Background: an optimization exercise with open tools, aiming at small area and a short achievable clock period. Do not read the settings as production practice.
Function was not checked in any run shown here: the RTL went through the layout flow alone.
Power and IR drop assume default switching activity.

==> flow/design.v (outline; a module is shown in full before it is edited, if it fits) <==
// module operand_classify: 35 lines
// module addsub_compare: 16 lines
// module addsub_prenorm: 50 lines
// module mul_prenorm: 19 lines
// module mantissa_arith: 797 lines
// module norm_add: 21 lines
// module norm_shift: 25 lines
// module result_select: 102 lines
// module fpu_top: 137 lines
module fpu_top (
	input  logic                        clk,
	input  logic                        arst_n,
	input  logic [fpu_pkg::FLOAT_W-1:0] opa,
	input  logic [fpu_pkg::FLOAT_W-1:0] opb,
	input  logic [1:0]                  fpu_op,    
	input  logic [1:0]                  rmode,     
	output logic [fpu_pkg::FLOAT_W-1:0] out,
	output logic                        inf,
	output logic                        snan,
	output logic                        qnan,
	output logic                        ine,
	output logic                        overflow,
	output logic                        underflow,
	output logic                        zero
);
  // ...
==> flow/run.sh <==
#!/bin/bash
# synth_recipe.tcl (not shown) runs the flow's synth.tcl, then flattens the netlist and writes it again
# the make line also repeats each setting of config.mk as NAME=value (left out here)
make -C /OpenROAD-flow-scripts/flow DESIGN_CONFIG=/design/flow/config.mk WORK_HOME=/design/flow/orfs CLKGATE_MAP_FILE= SYNTH_SCRIPT=/design/flow/synth_recipe.tcl finish
==> flow/config.mk <==
export PLATFORM = sky130hd
export DESIGN_NAME = fpu_top
export DESIGN_NICKNAME = fpu_top
export VERILOG_FILES = /design/flow/design.v
export SDC_FILE = /design/flow/constraint.sdc
export NUM_CORES = 4
export LEC_CHECK = 0
export ABC_AREA = 1
export CAP_MARGIN = 20
export CORE_MARGIN = 2
export CORE_UTILIZATION = 40
export SETUP_SLACK_MARGIN = 5
export SLEW_MARGIN = 20
==> flow/constraint.sdc <==
create_clock -name core_clock -period 8.5 [get_ports {clk}]
set_input_delay 1.7000 -clock core_clock [delete_from_list [all_inputs] [get_ports {clk}]]
set_output_delay 1.7000 -clock core_clock [all_outputs]
set_load 0.01 [all_outputs]
==> summary.txt, run 1 <==
* Status: no timing/DRC/antenna violations
* Worst EP arrival at around 4400 ps
* Type of destination of the critical path: flip-flop
* Routing usage on met1 at 0.3358
* Sequential-to-total area share from yosys stat at 0.2772
* Share of layout cells above drive strength 1 at 0.1155
* Most numerous cell on the critical path: nand2_4
* Initial antenna violation count at 0
* GR met3 Demand/Resource at 0.06314
* Pin count of the biggest net entering global routing at between 50 and 60
* Invs w/o clock at around 530
* Top cell family by delay on the critical path: adder cells
* Area growth from synthesis to layout at 17.90%
* Die area at a little under 0.08 mm^2
* Ys Warns at 5
* Num CTS Buffers at 47
* Leakage at around 17 nW
* Total of cells resized after clock tree synthesis at 93
* Count leader, synth: nand2_1
* GRT Util Overall at 0.2519
* Slew Viols, Final at 0
* Initial DRT Pass Iterations at 6
* Comb power frac at 0.675
* FFs & Latches at around 430
* Tot Pwr at between 15 and 20 mW
* Final Non-Filler Cells at about 4.9k
* Core Footprint at ~0.076 mm^2
* R2r setup slk at approximately 4600 ps
* Min Tclk post-route at between 3000 and 4000 ps
* Register area at between 0.008 and 0.009 mm^2
* Clock buf count at 63
* Ant. Diodes at 0
* Post-Syn Instances at 3690
* WP buf/inv at 3
* Hold_sp: spec_p[4]
* DRC at 0
* Clk sinks at 428
* DP Area at around 0.033 mm^2
* Final worst slack at around 4600 ps
* Port Buf Inserts at ~110
* Final HPWL DP at 71370 um
==> run 2: changes to the inputs <==
--- a/flow/config.mk
+++ b/flow/config.mk
@@ -5,7 +5,6 @@
 export SDC_FILE = /design/flow/constraint.sdc
 export NUM_CORES = 4
 export LEC_CHECK = 0
-export ABC_AREA = 1
 export CAP_MARGIN = 20
 export CORE_MARGIN = 2
 export CORE_UTILIZATION = 40
==> run 2 against run 1 <==
Net effect: area after synthesis is 2.3% higher; power is 0.26% lower; final area is 0.47% higher; final cell count is 8.9% lower; combinational power hardly changed; die area is 2.3% higher; utilization is 1.3 points lower; clock power is 3% higher; synthesized cell count is 9.5% lower; register-to-register slack better by 180 ps; count of clock-buffer cells in the layout is 1 lower; via count is 5.5% lower; critical path type unchanged.
==> summary.txt, run 2 <==
* Status: no timing/DRC/antenna violations (unchanged)
* Total negative slack at 0 ps (unchanged)
* Final worst-path cycle share at 0.4417 (was 0.4623)
* Initial DRC Count at 2266 (was 2890)
* Root buf cell: clkbuf_16 (unchanged)
* GRT Util Overall at 0.2384 (was 0.2519)
* Clk buf depth at 3 (unchanged)
* Ys async rst share at 0 (unchanged)
* Critical path class: flip-flop to flip-flop (unchanged)
* Sequential-to-total area share from yosys stat at 0.2709 (was 0.2772)
* Routed len/inst at 22.02 um (was 20.94 um)
* Most common cell after layout, fill and taps aside: dfxtp_1 (was nand2_1)
* Met2 WL at 43730 um (was 43450 um)
* Worst Max-Slew Pin Slew at 981.1 ps (was 1175 ps)
* Startpoint types: flip-flop (unchanged)
* Die height at 285.2 um (was 282.0 um)
* RSZ-0062 raised after global routing: true (unchanged)
* Register with the most flip-flops: s1_p (unchanged)
* Clk pin slew, worst setup/hold paths at 60 ps (about the same)
* Grt total ovfl at 0 (unchanged)
* Footprint of the multi-input gates at 0.02202 mm^2 (was 0.02026 mm^2)
* Vias in the first global route at 25.46k (was 26.41k)
* CP max FO at 5 (was 3)
* Type of destination of the critical path: flip-flop (unchanged)
* Compound-Gate Fraction of Synth Area at 0.1781 (was 0.1519)
* Final HPWL DP at 65040 um (was 71370 um)
* Initial Utilization at 0.4023 (was 0.4056)
* Main combinational cell family by area after synthesis: adder cells (unchanged)
* Internal at 9.066 mW (was 8.986 mW)
* Area growth from synthesis to layout at 15.76% (was 17.90%)
* Num CTS Buffers at 50 (was 47)
* Largest regs: s1_p x40, s0_p x39, s2_p x39 (unchanged)
* H-tree Lvls at 2 (unchanged)
* FILL cells at 7513 (was 7315)
* Slew headroom at 0.3435 (was 0.2097)
* Ys Warns at 5 (unchanged)
* Sw Share at 0.4475 (was 0.4538)
* Pin count of the biggest net entering global routing at 47 (was 51)
* Gpl congestion at 0.9184 (was 0.9591)
* Area share of the largest cell type after synthesis at 0.2709 (was 0.2772)
* Initial antenna violation count at 1 (was 0)
* M1 WL at 41170 um (was 42800 um)
* Post-synth EDFFs at 0 (unchanged)
* Total Wirelength at 98200 um (was 102400 um)
* Final worst slack at 4746 ps (was 4571 ps)
* CTS tree: yes (unchanged)
* Synth Area in XOR/XNOR at 0.1169 (was 0.1094)
* Die area at 0.08133 mm^2 (was 0.07951 mm^2)
* Synthesized cell area at 0.03163 mm^2 (was 0.03091 mm^2)
* Pwr Density at 448.2 mW/mm^2 (was 451.5 mW/mm^2)
* Detail Route Antenna Nets at 0 (unchanged)
* Top Metal Used: met4 (unchanged)
* Tot Pwr at 16.41 mW (was 16.45 mW)
* Io pins at 109 (unchanged)
* Port Buf Inserts at 107 (unchanged)
* Ys flop type: dfxtp_1 (unchanged)
* Post-synthesis adder-cell area fraction at 0.2304 (was 0.2358)
* Fin. Hold Viols at 0 (unchanged)
* Post-synthesis mux area share at 0.04217 (was 0.003239)
* WP data required at 9020 ps (was 9000 ps)
* Min Tclk post-route at 3754 ps (was 3929 ps)
* Via count at 25.40k (was 26.89k)
* Count leader, synth: dfxtp_1 (was nand2_1)
* Largest register FFs at 40 (unchanged)
* Worst Hold Path EP: sign_a (was spec_a[4])
* Slew Viols, Final at 0 (unchanged)
* Comb power frac at 0.668 (was 0.675)
* Die Width at 285.2 um (was 282.0 um)
* Synth top cells by count: dfxtp_1 (428), a22oi_1 (291), fa_1 (264) (was nand2_1 (494), inv_1 (477), dfxtp_1 (428))
* Final #Nets at 3865 (was 4317)
* Sequential Power Share at 0.194 (was 0.190)
* Reg2reg path depth at 14 (was 22)
* # Max-Cap Violations at 0 (unchanged)
* Post-Syn Instances at 3340 (was 3690)
* Yosys reg bits at 428 (unchanged)
* Synth unique cells at 99 (was 61)
* Vias/cell at 5.697 (was 5.496)
* Clock power share at 0.138 (was 0.134)
* Hold WS at 320.8 ps (was 324.2 ps)
* Placed Instances at 4320 (was 4668)
* Synth area leaders: dfxtp_1 (27%), fa_1 (17%), a22oi_1 (6.9%) (was dfxtp_1 (28%), fa_1 (17%), xor2_1 (9.7%))
* Share of layout cells above drive strength 1 at 0.1227 (was 0.1155)
* Hold_sp: sign_p (was spec_p[4])
* Reg2reg end: x_a[25] (was x_a[24])
* VDD IR-drop max at 0.3213 mV (was 0.3591 mV)
* Mean Syn Cell Area at 9.469 um^2 (was 8.376 um^2)
* Worst EP arrival at 4270 ps (was 4430 ps)
* Reg2reg start: s0_p[28] (was s0_p[10])
* Core Footprint at 0.07861 mm^2 (was 0.07620 mm^2)
* Register area at 0.008598 mm^2 (was 0.008592 mm^2)
* Fmax at 266.4 MHz (was 254.5 MHz)
* First-pass GRT wire length at 151300 um (was 154100 um)
* Syn_nets at 3834 (was 4184)
* Min-delay worst type: flip-flop to flip-flop (unchanged)
* NetSw at 7.344 mW (was 7.467 mW)
* Initial DRT Pass Iterations at 7 (was 6)
* WL met3 at 8707 um (was 10270 um)
* Final Non-Filler Cells at 4459 (was 4892)
* Hold Path Stages at 0 (unchanged)
* FP Rows at 103 (was 101)
* Clock latency on the worst-skew pair at 630 ps (about the same)
* Post-synthesis simple-gate area fraction at 0.09974 (was 0.1344)
* Final setup viols at 0 (unchanged)
* Most frequent cells in the layout: dfxtp_1 (408), a22oi_1 (291), fa_1 (259) (was nand2_1 (482), inv_1 (445), dfxtp_1 (411))
* Leakage at 14.87 nW (was 16.63 nW)
* Clock skew at 27.76 ps (was 55.97 ps)
* Synth area leader: dfxtp_1 (unchanged)
* DRC at 0 (unchanged)
* R2r setup slk at 4750 ps (was 4570 ps)
* Clk sinks at 428 (unchanged)
* Post-placement setup slack at 3270 ps (was 3928 ps)
[run 2: cell types whose count changed in the layout (fill, tap and decap cells not counted), sizes merged, moves of 46 or more]
cell   before  now
xnor2      45  232
buf       158  112
xor2      341  190
mux2i      10   69
and2        1   52
nand3     194   62
o22ai     315    6
a22oi       2  292
nand2     498  167
inv       473  258
[run 2: worst max-delay path by stage]
stage / slack [ps] / cells past startpoint / start / end
6_report: 4750 / 14 / s0_p[28] / x_a[25]
5_1_grt: 4650 / 14 / s2_p[1] / x_a[25]
4_1_cts: 4780 / 12 / s2_p[15] / x_a[27]
3_5_place_dp: 3270 / 11 / opb[30] / diff_r[7]
3_3_place_gp: 3270 / 11 / opb[30] / diff_r[7]
2_1_floorplan: 4650 / 12 / opa[23] / diff_r[7]
[run 2: area by class of cell]
type | count | area share
clock buffer | 62 | 0.03705
tap | 1050 | 0.03589
inverter | 257 | 0.02697
multi-input combinational | 2416 | 0.6015
timing repair buffer | 218 | 0.05239
clock inverter | 27 | 0.01131
sequential | 428 | 0.2349
antenna | 1 | 0.00006835
[run 2: critical path, stage by stage, from the launching register on]
cell      delay [ps]
dfxtp_1          320
fa_1             600
fa_1             480
ha_4             320
nand3_1          140
nor4_2           370
a211oi_2          80
o21bai_2         250
a221o_2          220
o41ai_4           70
o21ai_2          200
buf_4            140
buf_4            110
nor4_2            30
a311o_2          320
[run 2: layer usage]
layer / GRT usage / vias up
li1: - / 11583
met1: 0.3203 / 12236
met2: 0.3738 / 1287
met3: 0.04616 / 298
met4: 0.1029 / 0
met5: 0 / -
[run 2: stage by stage]
step                      instance area [um^2]    util
after detailed placement                 33640  0.4279
final                                    36610  0.4657
after global routing                     36610  0.4657
after floorplan                          31730       -
after global placement                   33640  0.4279
after CTS                                36170  0.4601
[run 2: timing repair]
item | 4_1_cts | 5_1_grt
gates cloned | 4 | 1
hold buffers | 0 | 0
gates resized for setup | 134 | 99
setup endpoints to repair | 76 | 73
pin swaps | 46 | 34
endpoints found under the hold margin | 0 | 0
buffers inserted | 25 | 19
[run 2: power groups by stage]
stage	logic [mW]	clock network, mW	registers [mW]
2_1_floorplan	7.02	0	3.10
3_3_place_gp	9.24	0	3.20
3_5_place_dp	9.28	0	3.22
4_1_cts	10.3	2.32	3.18
5_1_grt	12.1	2.40	3.26
6_report	11.0	2.27	3.18
[run 2: logic make-up after synthesis]
kind of cell,Yosys count
AOI/OAI and AO/OA,814
adders and majority gates,424
buffers and inverters,498
xor gates and xnor gates,422
muxes,107
and+or+nand+nor,647
DFF,428
==> run 3: changes to the inputs <==
==> flow/flow/run.sh (new file) <==
#!/bin/bash
set -euo pipefail
bash standard.sh SETUP_SLACK_MARGIN=5.7 finish > standard.log 2>&1
==> flow/standard.sh (new file) <==
#!/bin/bash
# synth_recipe.tcl (not shown) runs the flow's synth.tcl, then flattens the netlist and writes it again
# the make line also repeats each setting of config.mk as NAME=value (left out here)
make -C /OpenROAD-flow-scripts/flow DESIGN_CONFIG=/design/flow/config.mk WORK_HOME=/design/flow/orfs CLKGATE_MAP_FILE= SYNTH_SCRIPT=/design/flow/synth_recipe.tcl "${@:-finish}"
--- a/flow/config.mk
+++ b/flow/config.mk
@@ -8,5 +8,4 @@
 export CAP_MARGIN = 20
 export CORE_MARGIN = 2
 export CORE_UTILIZATION = 40
-export SETUP_SLACK_MARGIN = 5
 export SLEW_MARGIN = 20
removed: flow/run.sh
==> run 3 against run 2 <==
Net effect: still clean on timing, DRC and antenna; power rose by 8.9%; routed wire length rose by 19%; flip-flop and latch count did not move; register-to-register slack improved by 60 ps; worst hold slack improved by 3.2 ps; final area rose by 15%; final cell count rose by 5.5%; sequential power rose by 2%; critical path type unchanged; critical endpoint unchanged; largest cell class unchanged.
==> summary.txt, run 3 <==
* Ys flop type: dfxtp_1 (unchanged)
* Area share of the largest cell type after synthesis at 0.2709 (unchanged)
* Clk sinks at 428 (unchanged)
* Clk pin slew, worst setup/hold paths at 60 ps (about the same)
* Vias/cell at 5.912 (was 5.697)
* Detail Route Antenna Nets at 0 (unchanged)
* Fin. Hold Viols at 0 (unchanged)
* FILL cells at 6832 (was 7513)
* Root buf cell: clkbuf_16 (unchanged)
* Min-delay worst type: flip-flop to flip-flop (unchanged)
* Clock latency on the worst-skew pair at 640 ps (was 630 ps)
* Largest regs: s1_p x40, s0_p x39, s2_p x39 (unchanged)
* Initial DRT Pass Iterations at 9 (was 7)
* Io pins at 109 (unchanged)
* Post-synth EDFFs at 0 (unchanged)
* Min Tclk post-route at 3698 ps (was 3754 ps)
* CP Cell Sequence: fa_1 -> fa_1 -> ha_4 -> a211oi_4 -> o21ai_2 -> a31oi_4 -> o21ai_4 -> o211a_4 -> o41ai_4 -> o21ai_2 -> buf_4 -> a311o_2 (was fa_1 -> fa_1 -> ha_4 -> nand3_1 -> nor4_2 -> a211oi_2 -> o21bai_2 -> a221o_2 -> o41ai_4 -> o21ai_2 -> buf_4 -> buf_4 -> nor4_2 -> a311o_2)
* VDD IR-drop max at 0.4017 mV (was 0.3213 mV)
* Num CTS Buffers at 48 (was 50)
* DP Area at 0.03395 mm^2 (was 0.03364 mm^2)
* Leakage at 17.12 nW (was 14.87 nW)
* RSZ-0062 raised after global routing: true (unchanged)
* Synth area leader: dfxtp_1 (unchanged)
* Fin util at 0.5353 (was 0.4657)
* Design area at 0.04209 mm^2 (was 0.03661 mm^2)
* Initial antenna violation count at 3 (was 1)
* Core Footprint at 0.07861 mm^2 (unchanged)
* Slew headroom at 0.2789 (was 0.3435)
* Clock skew at 63.18 ps (was 27.76 ps)
* Gpl congestion at 0.9062 (was 0.9184)
* Die height at 285.2 um (unchanged)
* Critical path class: flip-flop to flip-flop (unchanged)
* Post-placement setup slack at 3582 ps (was 3270 ps)
* Slowest cell delay on critical path at 590 ps (was 600 ps)
* Final worst slack at 4802 ps (was 4746 ps)
* Post-Syn Instances at 3340 (unchanged)
* Register area at 0.008782 mm^2 (was 0.008598 mm^2)
* DRC at 0 (unchanged)
* Most common cell after layout, fill and taps aside: dfxtp_1 (unchanged)
* Grt total ovfl at 0 (unchanged)
* Initial DRC Count at 2984 (was 2266)
* Synth top cells by count: dfxtp_1 (428), a22oi_1 (291), fa_1 (264) (unchanged)
* Synth area leaders: dfxtp_1 (27%), fa_1 (17%), a22oi_1 (6.9%) (unchanged)
* Share of layout cells above drive strength 1 at 0.2978 (was 0.1227)
* Via count at 27.82k (was 25.40k)
* # Max-Cap Violations at 0 (unchanged)
* Area growth from synthesis to layout at 33.07% (was 15.76%)
* Total Wirelength at 116900 um (was 98200 um)
* Startpoint types: flip-flop (unchanged)
* Final Non-Filler Cells at 4705 (was 4459)
* Synth unique cells at 99 (unchanged)
* Sequential-to-total area share from yosys stat at 0.2709 (unchanged)
* Worst-path cell with the longest stage delay: fa_1 (unchanged)
* Vias in the first global route at 27.48k (was 25.46k)
* Worst Max-Slew Pin Slew at 1080 ps (was 981.1 ps)
* Fmax at 270.4 MHz (was 266.4 MHz)
* CP max FO at 4 (was 5)
* WP buf/inv at 1 (was 2)
* Count leader, synth: dfxtp_1 (unchanged)
* FP Rows at 103 (unchanged)
* Yosys reg bits at 428 (unchanged)
* Status: no timing/DRC/antenna violations (unchanged)
* Mean Syn Cell Area at 9.469 um^2 (unchanged)
* Die Width at 285.2 um (unchanged)
* Worst EP arrival at 4220 ps (was 4270 ps)
* Hold WS at 324.0 ps (was 320.8 ps)
* Synthesized cell area at 0.03163 mm^2 (unchanged)
* Syn_nets at 3834 (unchanged)
* Tot Pwr at 17.87 mW (was 16.41 mW)
* Slew Viols, Final at 0 (unchanged)
* Initial Utilization at 0.4023 (unchanged)
* Pwr Density at 424.6 mW/mm^2 (was 448.2 mW/mm^2)
* Final setup viols at 0 (unchanged)
* Die area at 0.08133 mm^2 (unchanged)
* Type of destination of the critical path: flip-flop (unchanged)
* Final worst-path cycle share at 0.4350 (was 0.4417)
* WP data required at 9030 ps (was 9020 ps)
* Most frequent cells in the layout: dfxtp_1 (353), fa_1 (225), inv_1 (220) (was dfxtp_1 (408), a22oi_1 (291), fa_1 (259))
* Ys async rst share at 0 (unchanged)
* Register with the most flip-flops: s1_p (unchanged)
* Placed Instances at 4318 (was 4320)
* Top cell family by delay on the critical path: compound AO/OA/AOI/OAI gates (was adder cells)
* Final #Nets at 4108 (was 3865)
* Routed len/inst at 24.84 um (was 22.02 um)
* First-pass GRT wire length at 171800 um (was 151300 um)
* Port Buf Inserts at 107 (unchanged)
* H-tree Lvls at 2 (unchanged)
* Largest register FFs at 40 (unchanged)
* Clk buf depth at 3 (unchanged)
* Footprint of the multi-input gates at 0.02380 mm^2 (was 0.02202 mm^2)
* GRT Util Overall at 0.2770 (was 0.2384)
* Ys Warns at 5 (unchanged)
* CTS tree: yes (unchanged)
* Final HPWL DP at 65020 um (was 65040 um)
* Pin count of the biggest net entering global routing at 69 (was 47)
* Total negative slack at 0 ps (unchanged)
[run 3: where the power goes]
| group | total [mW] | switching, mW | internal, mW | leakage (nW) |
|---|---|---|---|---|
| combinational | 12.5 | 6.62 | 5.89 | 12.7 |
| sequential | 3.25 | 0.519 | 2.73 | 3.61 |
| clock | 2.11 | 0.921 | 1.19 | 0.772 |
[run 3: kinds of logic after synthesis]
| group | count (synthesis) | share of synthesized area |
|---|---|---|
| compound gates | 814 | 0.1781 |
| flops | 428 | 0.2709 |
| xor+xnor | 422 | 0.1169 |
| simple gates | 647 | 0.09974 |
| mux | 107 | 0.04217 |
| fa+ha+maj | 424 | 0.2304 |
| buf+inv | 498 | 0.06180 |
[run 3: cell type report]
cell class / instances / share of cell area
tap: 1050 / 0.03122
sequential: 428 / 0.2087
clock buffer: 61 / 0.03065
antenna: 5 / 0.0002973
inverter: 257 / 0.02482
timing repair buffer: 452 / 0.1301
multi-input combinational: 2422 / 0.5656
timing repair inverter: 5 / 0.0008919
clock inverter: 25 / 0.007730
[run 3: path summary, 6_finish.rpt]
| path | start | endpoint | slack [ps] | cells past startpoint |
|---|---|---|---|---|
| worst min-delay path | exp_a[0] | exp_n[0] | 320 | 0 |
| worst max register to register | s0_p[9] | x_a[25] | 4800 | 12 |
| worst min register to register | exp_a[0] | exp_n[0] | 320 | 0 |
| worst max-delay path | s0_p[9] | x_a[25] | 4800 | 12 |
[run 3: metal layers]
metal  global-route usage  wire length (um)  up-vias
met4               0.1398              7419        4
li1                     -                 -    12144
met3              0.08760             14620      538
met2               0.4280             50540     1778
met1               0.3482             44270    13351
met5                    0                37        -
[run 3: timing repair]
item,CTS,global route
hold endpoints to repair,0,0
resized for setup,831,336
hold buffers,0,0
pin swaps,165,175
setup buffers,179,62
setup endpoints to repair,205,157
gates cloned,51,4

port drivers added, routing unchanged:
In the flow no input, the clock included, has a driving cell. The finished layouts below were timed again as built, in two steps. Step 1, drivers: a clkbuf_16 drives clk and a buf_2 each remaining input, both assumed. Step 2 also shifts input and output timing later by t, the mid clock arrival at the registers, as if the neighbouring blocks saw the same clock. a / b / c = no drivers / after step 1 / after step 2; a / b = the first two.
run | shift t [ns] | setup WS [ns] | slew at the worst register clock pin (ns) | cell pins on the clock port's net
run 1 | 0.668 | 4.571 / 4.571 / 4.456 | 0.07 / 0.07 | 1
run 2 | 0.678 | 4.746 / 4.746 / 4.403 | 0.07 / 0.07 | 1
run 3 | 0.674 | 4.802 / 4.802 / 4.395 | 0.07 / 0.07 | 1
After both steps setup and hold are still met in every run listed. The setup slack of run 3, which loses most, moves by 0.000 ns with the drivers and by -0.407 ns with both steps.
